From an optimization exercise on the open Yosys and OpenROAD flow, aimed at small area and few clock cycles; shortcuts taken in it are not production practice. Only simulation tests tie the RTL to the original design; equivalence was not proved. No activity file was given, so power comes from the tool's default toggle rates.

==> run H: inputs <==
==> flow/design.v <==
package hbe_pkg;
   localparam int BYTE_BITS = 8;
   localparam int SYM_W     = 8;
   localparam int CODE_W    = 16;
   localparam int LEN_W     = 5;
   localparam int ENT_W     = CODE_W + 1;
   localparam int ACC_W     = 24;
   localparam int ACNT_W    = 5;
   localparam logic [1:0] REQ_WRITE  = 2'd0;
   localparam logic [1:0] REQ_ENCODE = 2'd1;
   localparam logic [1:0] REQ_FLUSH  = 2'd2;
endpackage
import hbe_pkg::*;
module hbe_ram #(
   parameter int N = 8
) (
   input  logic [N-1:0] sel_n,
   input  logic [N-1:0] bits,
   output logic         y_n
);
   assign y_n = ~&(bits | sel_n);
endmodule
module hbe_ram_bit (
   input  logic q,
   input  logic wd,
   input  logic we,
   input  logic we_n,
   output logic d
);
   assign d = (q & we_n) | (wd & we);
endmodule
module hbe_ram_dec (
   input  logic hi,
   input  logic lo,
   input  logic lo_n,
   input  logic whi,
   input  logic whi_n,
   output logic sel_n,
   output logic we,
   output logic we_n
);
   assign sel_n = ~(hi & lo);
   assign we    = ~(whi_n | lo_n);
   assign we_n  = ~(whi & lo);
endmodule
import hbe_pkg::*;
module hbe_pack (
   input  logic [LEN_W-1:0]  len,
   input  logic [CODE_W-1:0] code,
   input  logic [ACNT_W-1:0] base,
   input  logic [ACC_W-1:0]  acc,
   output logic [ACC_W-1:0]  acc_in,
   output logic [ACNT_W-1:0] cnt_in
);
   assign cnt_in = base + ACNT_W'(len);
   assign acc_in = (acc << len) | ACC_W'(code);
endmodule
import hbe_pkg::*;
module hbe_outbuf (
   input  logic [ACC_W-1:0]  acc,
   input  logic [ACNT_W-1:0] cnt,
   input  logic              full,
   output logic [7:0]        rsp_out_byte,
   output logic [3:0]        rsp_out_bit_count,
   output logic              rsp_end_of_stream
);
   logic [ACNT_W-1:0] sh;
   logic [ACC_W-1:0]  hi;
   logic [7:0]        mask;
   assign sh   = cnt - ACNT_W'(BYTE_BITS);
   assign hi   = acc >> sh;
   assign mask = (8'd1 << cnt[2:0]) - 8'd1;
   assign rsp_out_byte      = full ? hi[7:0] : (acc[7:0] & mask);
   assign rsp_out_bit_count = full ? 4'd8 : {1'b0, cnt[2:0]};
   assign rsp_end_of_stream = !full;
endmodule
import hbe_pkg::*;
module huffman_bitstream_encoder (
   input  logic        clock,
   input  logic        reset,
   input  logic        req_valid,
   output logic        req_ready,
   input  logic [1:0]  req_type,
   input  logic [7:0]  req_symbol,
   input  logic [15:0] req_code_word,
   input  logic [4:0]  req_code_length,
   output logic        rsp_valid,
   input  logic        rsp_ready,
   output logic [7:0]  rsp_out_byte,
   output logic [3:0]  rsp_out_bit_count,
   output logic        rsp_end_of_stream
);
   localparam int DEPTH = 256;
   localparam int GRP   = 2;
   localparam int NGRP  = DEPTH / GRP;
   logic [ENT_W-1:0]  mem_ff [DEPTH];
   logic [ACC_W-1:0]  acc_ff, acc_in;
   logic [ACNT_W-1:0] cnt_ff, cnt_in;
   logic              s1_valid_ff;  
   logic              s1_flush_ff;  
   logic [ENT_W-1:0]  s1_ent_ff;    
   logic              full;
   logic              pop;
   logic              fl_done;
   logic              room;
   logic              s1_adv;
   logic              s1_enc;
   logic [ACNT_W-1:0] base;
   logic [LEN_W-1:0]  s1_len;
   logic [CODE_W-1:0] s1_code;
   logic [CODE_W:0]   above;
   logic              req_fire;
   logic              wr_fire;
   logic [ENT_W-1:0]  wr_entry;
   logic [ENT_W-1:0]  rd_entry;
   logic [DEPTH-1:0]  sel_n;
   logic [NGRP-1:0]   grp_yn [ENT_W];
   always_comb begin
      s1_len = '0;
      for (int i = 0; i < ENT_W; i++) begin
         if (s1_ent_ff[i]) s1_len = LEN_W'(i);
      end
      above[CODE_W] = 1'b0;
      for (int i = CODE_W - 1; i >= 0; i--) begin
         above[i] = above[i+1] | s1_ent_ff[i+1];
      end
      for (int i = 0; i < CODE_W; i++) begin
         s1_code[i] = s1_ent_ff[i] & above[i];
      end
   end
   assign full      = (cnt_ff >= ACNT_W'(BYTE_BITS));
   assign rsp_valid = full || (s1_valid_ff && s1_flush_ff && (cnt_ff != '0));
   assign pop       = full && rsp_ready;
   assign room      = ((ACNT_W + 1)'(base) + (ACNT_W + 1)'(s1_len) <= (ACNT_W + 1)'(ACC_W));
   assign fl_done   = s1_flush_ff && !full && ((cnt_ff == '0) || rsp_ready);
   assign s1_adv    = s1_valid_ff && (s1_flush_ff ? fl_done : room);
   assign s1_enc    = s1_valid_ff && !s1_flush_ff && room;
   assign base      = (s1_valid_ff && fl_done) ? '0 :
                      pop ? cnt_ff - ACNT_W'(BYTE_BITS) : cnt_ff;
   assign req_ready = !s1_valid_ff || s1_adv;
   assign req_fire  = req_valid && req_ready;
   assign wr_fire   = req_fire && (req_type == REQ_WRITE) && (req_code_length <= 5'd16);
   always_comb begin
      for (int i = 0; i < ENT_W; i++) begin
         if (i < CODE_W) wr_entry[i] = (5'(i) < req_code_length) ? req_code_word[i]
                                                                 : (5'(i) == req_code_length);
         else            wr_entry[i] = (5'(i) == req_code_length);
      end
   end
   logic [15:0] lo, hi, whi;
   always_comb begin
      for (int j = 0; j < 16; j++) begin
         lo[j]  = (req_symbol[3:0] == 4'(j));
         hi[j]  = (req_symbol[7:4] == 4'(j));
         whi[j] = hi[j] && wr_fire;
      end
   end
   for (genvar i = 0; i < DEPTH; i++) begin : g_ent
      logic             we, we_n;
      logic [ENT_W-1:0] d;
      hbe_ram_dec u_dec (
         .hi    (hi[i/16]),
         .lo    (lo[i%16]),
         .lo_n  (!lo[i%16]),
         .whi   (whi[i/16]),
         .whi_n (!whi[i/16]),
         .sel_n (sel_n[i]),
         .we    (we),
         .we_n  (we_n)
      );
      for (genvar b = 0; b < ENT_W; b++) begin : g_b
         hbe_ram_bit u_bit (
            .q    (mem_ff[i][b]),
            .wd   (wr_entry[b]),
            .we   (we),
            .we_n (we_n),
            .d    (d[b])
         );
      end
      always_ff @(posedge clock) begin
         mem_ff[i] <= d;
      end
   end
   for (genvar b = 0; b < ENT_W; b++) begin : g_bit
      for (genvar g = 0; g < NGRP; g++) begin : g_grp
         logic [GRP-1:0] bits;
         for (genvar k = 0; k < GRP; k++) begin : g_k
            assign bits[k] = mem_ff[g*GRP+k][b];
         end
         hbe_ram #(.N(GRP)) u_rd (
            .sel_n (sel_n[g*GRP +: GRP]),
            .bits  (bits),
            .y_n   (grp_yn[b][g])
         );
      end
      assign rd_entry[b] = ~|grp_yn[b];
   end
   hbe_pack u_pack (
      .len    (s1_enc ? s1_len : '0),
      .code   (s1_enc ? s1_code : '0),
      .base   (base),
      .acc    (acc_ff),
      .acc_in (acc_in),
      .cnt_in (cnt_in)
   );
   always_ff @(posedge clock) begin
      if (reset) begin
         cnt_ff      <= '0;
         s1_valid_ff <= 1'b0;
      end else begin
         cnt_ff      <= cnt_in;
         s1_valid_ff <= req_fire ? (req_type == REQ_ENCODE) || (req_type == REQ_FLUSH)
                                 : s1_valid_ff && !s1_adv;
      end
      if (req_ready) begin
         s1_flush_ff <= (req_type == REQ_FLUSH);
         s1_ent_ff   <= rd_entry;
      end
      acc_ff <= acc_in;
   end
   hbe_outbuf u_outbuf (
      .acc               (acc_ff),
      .cnt               (cnt_ff),
      .full              (full),
      .rsp_out_byte      (rsp_out_byte),
      .rsp_out_bit_count (rsp_out_bit_count),
      .rsp_end_of_stream (rsp_end_of_stream)
   );
endmodule
==> flow/run.sh <==
#!/bin/bash
# synth_recipe.tcl (not shown) runs the flow's synth.tcl, then flattens the netlist and writes it again
# the make line also repeats each setting of config.mk as NAME=value (left out here)
make -C /OpenROAD-flow-scripts/flow DESIGN_CONFIG=/design/flow/config.mk WORK_HOME=/design/flow/orfs CLKGATE_MAP_FILE= SYNTH_SCRIPT=/design/flow/synth_recipe.tcl finish
==> flow/config.mk <==
export PLATFORM = sky130hd
export DESIGN_NAME = huffman_bitstream_encoder
export DESIGN_NICKNAME = huffman_bitstream_encoder
export VERILOG_FILES = /design/flow/design.v
export SDC_FILE = /design/flow/constraint.sdc
export NUM_CORES = 4
export LEC_CHECK = 0
export CAP_MARGIN = 0
export CORE_MARGIN = 2
export CORE_UTILIZATION = 55
export CTS_BUF_LIST = sky130_fd_sc_hd__clkbuf_8
export CTS_CLUSTER_SIZE = 24
export SLEW_MARGIN = 0
export SYNTH_HIERARCHICAL = 1
export SYNTH_MEMORY_MAX_BITS = 8192
export SYNTH_MINIMUM_KEEP_SIZE = 0
==> flow/constraint.sdc <==
create_clock -name core_clock -period 8.0 [get_ports {clock}]
set_input_delay 1.6000 -clock core_clock [delete_from_list [all_inputs] [get_ports {clock}]]
set_output_delay 1.6000 -clock core_clock [all_outputs]
set_load 0.01 [all_outputs]
==> run G (differences from run H) <==
==> flow/config.mk (replaced) <==
export PLATFORM = sky130hd
export DESIGN_NAME = huffman_bitstream_encoder
export DESIGN_NICKNAME = huffman_bitstream_encoder
export VERILOG_FILES = /design/flow/design.v
export SDC_FILE = /design/flow/constraint.sdc
export NUM_CORES = 4
export LEC_CHECK = 0
export CAP_MARGIN = 20
export CORE_MARGIN = 2
export CORE_UTILIZATION = 45
export SLEW_MARGIN = 20
export SYNTH_HIERARCHICAL = 1
export SYNTH_MEMORY_MAX_BITS = 8192
export SYNTH_MINIMUM_KEEP_SIZE = 0
==> run P (differences from run H) <==
--- a/flow/design.v
+++ b/flow/design.v
@@ -40,20 +40,57 @@
    output logic we_n
 );
    assign sel_n = ~(hi & lo);
-   assign we    = ~(whi_n | lo_n);
    assign we_n  = ~(whi & lo);
+   assign we    = ~we_n;
+endmodule
+module hbe_ram_rd #(
+   parameter int W = ENT_W
+) (
+   input  logic [1:0]        sel_n,
+   input  logic [1:0][W-1:0] q,
+   output logic [W-1:0]      y_n
+);
+   for (genvar b = 0; b < W; b++) begin : g_b
+      hbe_ram #(.N(2)) u_rd (
+         .sel_n (sel_n),
+         .bits  ({q[1][b], q[0][b]}),
+         .y_n   (y_n[b])
+      );
+   end
+endmodule
+module hbe_ram_ent #(
+   parameter int W = ENT_W
+) (
+   input  logic [W-1:0] q,
+   input  logic [W-1:0] wd,
+   input  logic         we,
+   input  logic         we_n,
+   output logic [W-1:0] d
+);
+   for (genvar b = 0; b < W; b++) begin : g_b
+      hbe_ram_bit u_bit (
+         .q    (q[b]),
+         .wd   (wd[b]),
+         .we   (we),
+         .we_n (we_n),
+         .d    (d[b])
+      );
+   end
 endmodule
 import hbe_pkg::*;
 module hbe_pack (
    input  logic [LEN_W-1:0]  len,
    input  logic [CODE_W-1:0] code,
+   input  logic              shift,
    input  logic [ACNT_W-1:0] base,
    input  logic [ACC_W-1:0]  acc,
    output logic [ACC_W-1:0]  acc_in,
    output logic [ACNT_W-1:0] cnt_in
 );
+   logic [ACNT_W-1:0] pos;
    assign cnt_in = base + ACNT_W'(len);
-   assign acc_in = (acc << len) | ACC_W'(code);
+   assign pos    = ACNT_W'(ACC_W) - cnt_in;
+   assign acc_in = (shift ? acc << BYTE_BITS : acc) | (ACC_W'(code) << pos);
 endmodule
 import hbe_pkg::*;
 module hbe_outbuf (
@@ -64,13 +101,9 @@
    output logic [3:0]        rsp_out_bit_count,
    output logic              rsp_end_of_stream
 );
-   logic [ACNT_W-1:0] sh;
-   logic [ACC_W-1:0]  hi;
-   logic [7:0]        mask;
-   assign sh   = cnt - ACNT_W'(BYTE_BITS);
-   assign hi   = acc >> sh;
-   assign mask = (8'd1 << cnt[2:0]) - 8'd1;
-   assign rsp_out_byte      = full ? hi[7:0] : (acc[7:0] & mask);
+   logic [7:0] top;
+   assign top = acc[ACC_W-1 -: BYTE_BITS];
+   assign rsp_out_byte      = full ? top : (top >> (3'd0 - cnt[2:0]));
    assign rsp_out_bit_count = full ? 4'd8 : {1'b0, cnt[2:0]};
    assign rsp_end_of_stream = !full;
 endmodule
@@ -93,7 +126,7 @@
    localparam int DEPTH = 256;
    localparam int GRP   = 2;
    localparam int NGRP  = DEPTH / GRP;
-   logic [ENT_W-1:0]  mem_ff [DEPTH];
+   logic [DEPTH-1:0][ENT_W-1:0] mem_ff;
    logic [ACC_W-1:0]  acc_ff, acc_in;
    logic [ACNT_W-1:0] cnt_ff, cnt_in;
    logic              s1_valid_ff;  
@@ -114,7 +147,7 @@
    logic [ENT_W-1:0]  wr_entry;
    logic [ENT_W-1:0]  rd_entry;
    logic [DEPTH-1:0]  sel_n;
-   logic [NGRP-1:0]   grp_yn [ENT_W];
+   logic [NGRP-1:0][ENT_W-1:0] grp_yn;
    always_comb begin
       s1_len = '0;
       for (int i = 0; i < ENT_W; i++) begin
@@ -168,36 +201,38 @@
          .we    (we),
          .we_n  (we_n)
       );
-      for (genvar b = 0; b < ENT_W; b++) begin : g_b
-         hbe_ram_bit u_bit (
-            .q    (mem_ff[i][b]),
-            .wd   (wr_entry[b]),
-            .we   (we),
-            .we_n (we_n),
-            .d    (d[b])
-         );
-      end
+      hbe_ram_ent u_ent (
+         .q    (mem_ff[i]),
+         .wd   (wr_entry),
+         .we   (we),
+         .we_n (we_n),
+         .d    (d)
+      );
       always_ff @(posedge clock) begin
          mem_ff[i] <= d;
       end
    end
-   for (genvar b = 0; b < ENT_W; b++) begin : g_bit
-      for (genvar g = 0; g < NGRP; g++) begin : g_grp
-         logic [GRP-1:0] bits;
-         for (genvar k = 0; k < GRP; k++) begin : g_k
-            assign bits[k] = mem_ff[g*GRP+k][b];
+   for (genvar g = 0; g < NGRP; g++) begin : g_grp
+      hbe_ram_rd u_rd (
+         .sel_n (sel_n[g*GRP +: GRP]),
+         .q     (mem_ff[g*GRP +: GRP]),
+         .y_n   (grp_yn[g])
+      );
+   end
+   always_comb begin
+      for (int b = 0; b < ENT_W; b++) begin
+         logic t;
+         t = 1'b0;
+         for (int g = 0; g < NGRP; g++) begin
+            t = t | grp_yn[g][b];
          end
-         hbe_ram #(.N(GRP)) u_rd (
-            .sel_n (sel_n[g*GRP +: GRP]),
-            .bits  (bits),
-            .y_n   (grp_yn[b][g])
-         );
-      end
-      assign rd_entry[b] = ~|grp_yn[b];
+         rd_entry[b] = ~t;
+      end
    end
    hbe_pack u_pack (
       .len    (s1_enc ? s1_len : '0),
       .code   (s1_enc ? s1_code : '0),
+      .shift  (pop || (s1_valid_ff && fl_done)),
       .base   (base),
       .acc    (acc_ff),
       .acc_in (acc_in),
@@ -216,7 +251,7 @@
          s1_flush_ff <= (req_type == REQ_FLUSH);
          s1_ent_ff   <= rd_entry;
       end
-      acc_ff <= acc_in;
+      acc_ff <= reset ? '0 : acc_in;
    end
    hbe_outbuf u_outbuf (
       .acc               (acc_ff),
==> flow/config.mk (replaced) <==
export PLATFORM = sky130hd
export DESIGN_NAME = huffman_bitstream_encoder
export DESIGN_NICKNAME = huffman_bitstream_encoder
export VERILOG_FILES = /design/flow/design.v
export SDC_FILE = /design/flow/constraint.sdc
export NUM_CORES = 4
export LEC_CHECK = 0
export CAP_MARGIN = 20
export CORE_MARGIN = 2
export CORE_UTILIZATION = 55
export CTS_CLUSTER_DIAMETER = 150
export CTS_CLUSTER_SIZE = 18
export SLEW_MARGIN = 20
export SYNTH_HIERARCHICAL = 1
export SYNTH_MEMORY_MAX_BITS = 8192
export SYNTH_MINIMUM_KEEP_SIZE = 0
==> notes.md <==
Against run P, the register-to-register slack of run G is worse by 0.35 ns.
Worst hold slack: run P > run G > run H.
Against run P, the sequential power of run H is larger by about 3%.
In sequential cell count, run P and run H do not differ.
Routed wire length: run G > run H > run P.
Testbench counts of run H, summed over its fixed seeds: cycles 28,304.
Testbench counts of run G, summed over its fixed seeds: cycles 28,304.
Testbench counts of run P, summed over its fixed seeds: cycles 28,304.

-- static timing again, ports no longer ideal --
How much do the figures lean on ideal ports? The routed layouts below were timed once more, with nothing changed but the port constraints.
Step 1 assumes that a clkbuf_16 drives the clock port and a buf_2 every other input.
Step 2, shift: input delay + t, output delay - t, t = (earliest + latest rising clock arrival at the registers) / 2. This alone moves slack from input paths to output paths.
Slacks: ideal / step 1 / step 2; pairs: ideal / step 1.
run | t (ns) | slack for setup (ns) | worst hold slack (ns) | worst setup path at the end | cell pins on the clock port's net
run H | 1.352 | 0.578 / 0.466 / 0.704 | 0.482 / 0.482 / 0.482 | input to register | 1
run G | 1.118 | 0.612 / 0.491 / 0.143 | 0.483 / 0.483 / 0.483 | input to register | 1
run P | 1.038 | 0.862 / 0.743 / 0.358 | 0.487 / 0.487 / 0.487 | input to register | 1
After both steps every run listed still meets setup and hold. For run P, which loses most, drivers alone change the setup slack by -0.119 ns; drivers and shift together by -0.504 ns.
